What follows belongs to an exercise in optimizing a design on an open flow for small area, a short achievable clock period and few clock cycles per item; a production flow would make more cautious choices.
The RTL was checked by simulation tests, not by an equivalence proof against the original design.

P:
## gradient_row_span_generator
module gradient_row_span_generator #(
  parameter int unsigned FbMaxDim = 8192
) (
  input  logic          clk_i,
  input  logic          rst_ni,
  input  logic          s_axis_tvalid,
  output logic          s_axis_tready,
  input  logic [127:0]  s_axis_tdata,
  output logic          m_axis_tvalid,
  input  logic          m_axis_tready,
  output logic [63:0]   m_axis_tdata,
  output logic          m_axis_tuser,
  input  logic          cfg_we_i,
  input  logic [1:0]    cfg_idx_i,
  input  logic [13:0]   cfg_wdata_i
);
Size in the first run: about 7500 cells after synthesis, roughly 1000 flip-flops, ~220 I/O pins.
clock: 8.5 ns
lec_check: 0
cap_margin: 20
core_margin: 2
core_utilization: 40
cts_buf_list: sky130_fd_sc_hd__clkbuf_4 sky130_fd_sc_hd__clkbuf_8
setup_slack_margin: 4.5
slew_margin: 20
tns_end_percent: 20
run.sh (not shown) runs the stock make flow with config.mk's settings and CLKGATE_MAP_FILE= SYNTH_SCRIPT=/design/flow/synth_recipe.tcl, a recipe that flattens the netlist after the stock synthesis.
P finished every stage and its layout cleared the timing, DRC and antenna checks.
Testbench counts of P, summed over its fixed seeds: cycles 16,048, items 16,000.
Relative to P, the following input files were edited for Q:
--- a/flow/config.mk
+++ b/flow/config.mk
@@ -10,5 +10,3 @@
 export CORE_UTILIZATION = 40
-export CTS_BUF_LIST = sky130_fd_sc_hd__clkbuf_4 sky130_fd_sc_hd__clkbuf_8
-export SETUP_SLACK_MARGIN = 4.5
+export SETUP_SLACK_MARGIN = 3
 export SLEW_MARGIN = 20
-export TNS_END_PERCENT = 20
Notes after the runs:
- Diff P..Q | synthesized cell count | unchanged
- Sort P and Q by count of cell instances traversed by the critical path asc -> top: P
- Global-route wire length before repair sits lower in Q than in P.
- Slew at the pin with the worst max-slew slack: Q vs P up 0.011 ns
- Measured against P, the number of signal-net buffers in the layout of Q comes out at 0.51 times the reference value.
- Of P and Q, the run reporting the lower design area was Q.
> inputs changed (Q -> R)
--- a/flow/config.mk
+++ b/flow/config.mk
@@ -10,3 +10,5 @@
 export CORE_UTILIZATION = 40
-export SETUP_SLACK_MARGIN = 3
+export CTS_BUF_LIST = sky130_fd_sc_hd__clkbuf_4 sky130_fd_sc_hd__clkbuf_8
+export SETUP_SLACK_MARGIN = 4
 export SLEW_MARGIN = 20
+export TNS_END_PERCENT = 20
[summary]
Diff Q -> R: worst setup slack now sits higher.
From Q to R the numbers moved as follows: share of cell area taken by flip-flops and latches shows a reduction of 0.52 points, cell area after layout shows an increase of 1400 sq um, clock tree buffer count of the final layout shows an increase of 102.
Diff Q..R | number of placed instances, taps included | unchanged
R vs Q — critical path depth dropped 2.
## Diff of input files: S against R
--- a/flow/config.mk
+++ b/flow/config.mk
@@ -10,3 +10,2 @@
 export CORE_UTILIZATION = 40
-export CTS_BUF_LIST = sky130_fd_sc_hd__clkbuf_4 sky130_fd_sc_hd__clkbuf_8
 export SETUP_SLACK_MARGIN = 4
Results
S completed every stage of the flow, and the final layout passed the timing, DRC and antenna checks. Min via count of the routed design across S and R: S. Hold slack: S vs R up 0.0057 ns. From S to R, worst-case clock buffer depth did not move at all. Comparing S with R, the relative area of clock buffers and inverters in the final design came out essentially unchanged. S -> R: sequential area share after synthesis delta 0, exact match. R → S: cell count moved down, met3 track demand over resource in global routing moved down, total wire length after detailed routing moved down.

---

Another version of the RTL of gradient_row_span_generator (not shown whole).
Size in the first run: roughly 970 flip-flops, roughly 78000 µm² of cells after synthesis.
Design gradient_row_span_generator, start of the top module:
module gradient_row_span_generator #(
  parameter int unsigned FbMaxDim = 8192
) (
  input  logic          clk_i,
  input  logic          rst_ni,
  input  logic          s_axis_tvalid,
  output logic          s_axis_tready,
  input  logic [127:0]  s_axis_tdata,
  output logic          m_axis_tvalid,
  input  logic          m_axis_tready,
  output logic [63:0]   m_axis_tdata,
  output logic          m_axis_tuser,
  input  logic          cfg_we_i,
  input  logic [1:0]    cfg_idx_i,
  input  logic [13:0]   cfg_wdata_i
);
Settings: LEC_CHECK=0, CAP_MARGIN=20, CORE_MARGIN=2, CORE_UTILIZATION=40, CTS_BUF_LIST=sky130_fd_sc_hd__clkbuf_8, CTS_CLUSTER_DIAMETER=100, CTS_CLUSTER_SIZE=14, SETUP_SLACK_MARGIN=4.5, SLEW_MARGIN=20, TNS_END_PERCENT=50; clock period 8.5 ns.
The starting point produced a clean layout.
Testbench counts at the start, summed over its fixed seeds: cycles 16,048, items 16,000.
Rerun with:
CTS_BUF_LIST = sky130_fd_sc_hd__clkbuf_4 sky130_fd_sc_hd__clkbuf_8   (was sky130_fd_sc_hd__clkbuf_8)
CTS_CLUSTER_DIAMETER = unset   (was 100)
CTS_CLUSTER_SIZE = unset   (was 14)
TNS_END_PERCENT = 20   (was 50)
Clock skew went down by 0.011 ns. Hold slack is about the same. Register-to-register slack hardly moves.
Rerun with:
CTS_BUF_LIST = sky130_fd_sc_hd__clkbuf_8   (was sky130_fd_sc_hd__clkbuf_4 sky130_fd_sc_hd__clkbuf_8)
CTS_CLUSTER_DIAMETER = 100   (was unset)
CTS_CLUSTER_SIZE = 14   (was unset)
What happened: The new run ran to the end with no violations. Global-route usage goes down by 0.29 points. Clock-buffer cell count fell by 137. Clock skew came out higher by 0.0067 ns. Hold slack is about the same. Sequential share of layout area goes up by 0.67 points. Routed wire length went down by 1.0%.
Rerun with:
TNS_END_PERCENT = 5   (was 20)
Via count goes down by 0.87%.
Wire length goes down by 1.2%.
Area after synthesis is unchanged.
Setup slack degrades by 0.029 ns.
First-iteration DRC count goes down by 5.8%.
Cell count goes down by 0.88%.
Count of clock-buffer cells in the layout stays the same.
Fmax goes down by 0.69%.

static timing again, ports no longer ideal:
In the flow no input, the clock included, has a driving cell. The finished layouts below were timed again as built, in two steps.
Step 1: set_driving_cell puts a clkbuf_16 on clk_i and a buf_2 on each other input, an assumption about the parent block.
Step 2 adds t to the input delays and takes it off the output delays; t is the mean of the earliest and latest rising clock arrival at the registers after step 1. Input paths then give back, and output paths get back, about the clock's delay inside the block.
Slacks: no drivers / after step 1 / after step 2; pairs: no drivers / after step 1.
| run | shift t [ns] | setup slack, ns | latest minus earliest clock arrival (ns) | slew at the worst register clock pin (ns) |
|---|---|---|---|---|
| P | 1.030 | 4.327 / 4.304 / 3.561 | 0.084 / 0.084 | 0.08 / 0.08 |
| Q | 0.855 | 3.407 / 3.363 / 3.170 | 0.085 / 0.085 | 0.07 / 0.07 |
| R | 1.026 | 4.066 / 4.018 / 3.165 | 0.080 / 0.080 | 0.08 / 0.08 |
| S | 0.855 | 3.954 / 3.967 / 3.155 | 0.086 / 0.086 | 0.07 / 0.07 |
| the first run of note 2 | 0.925 | 4.330 / 4.330 / 3.512 | 0.081 / 0.081 | 0.12 / 0.12 |
| the second run of note 2 | 0.998 | 4.318 / 4.318 / 3.387 | 0.072 / 0.072 | 0.07 / 0.07 |
| the third run of note 2 | 0.926 | 4.314 / 4.314 / 3.551 | 0.074 / 0.074 | 0.11 / 0.11 |
| the fourth run of note 2 | 0.925 | 4.285 / 4.285 / 3.430 | 0.074 / 0.074 | 0.11 / 0.11 |
After both steps every run listed still meets setup and hold. The setup slack of the second run of note 2, which loses most, moves by 0.000 ns with the drivers and by -0.931 ns with both steps.
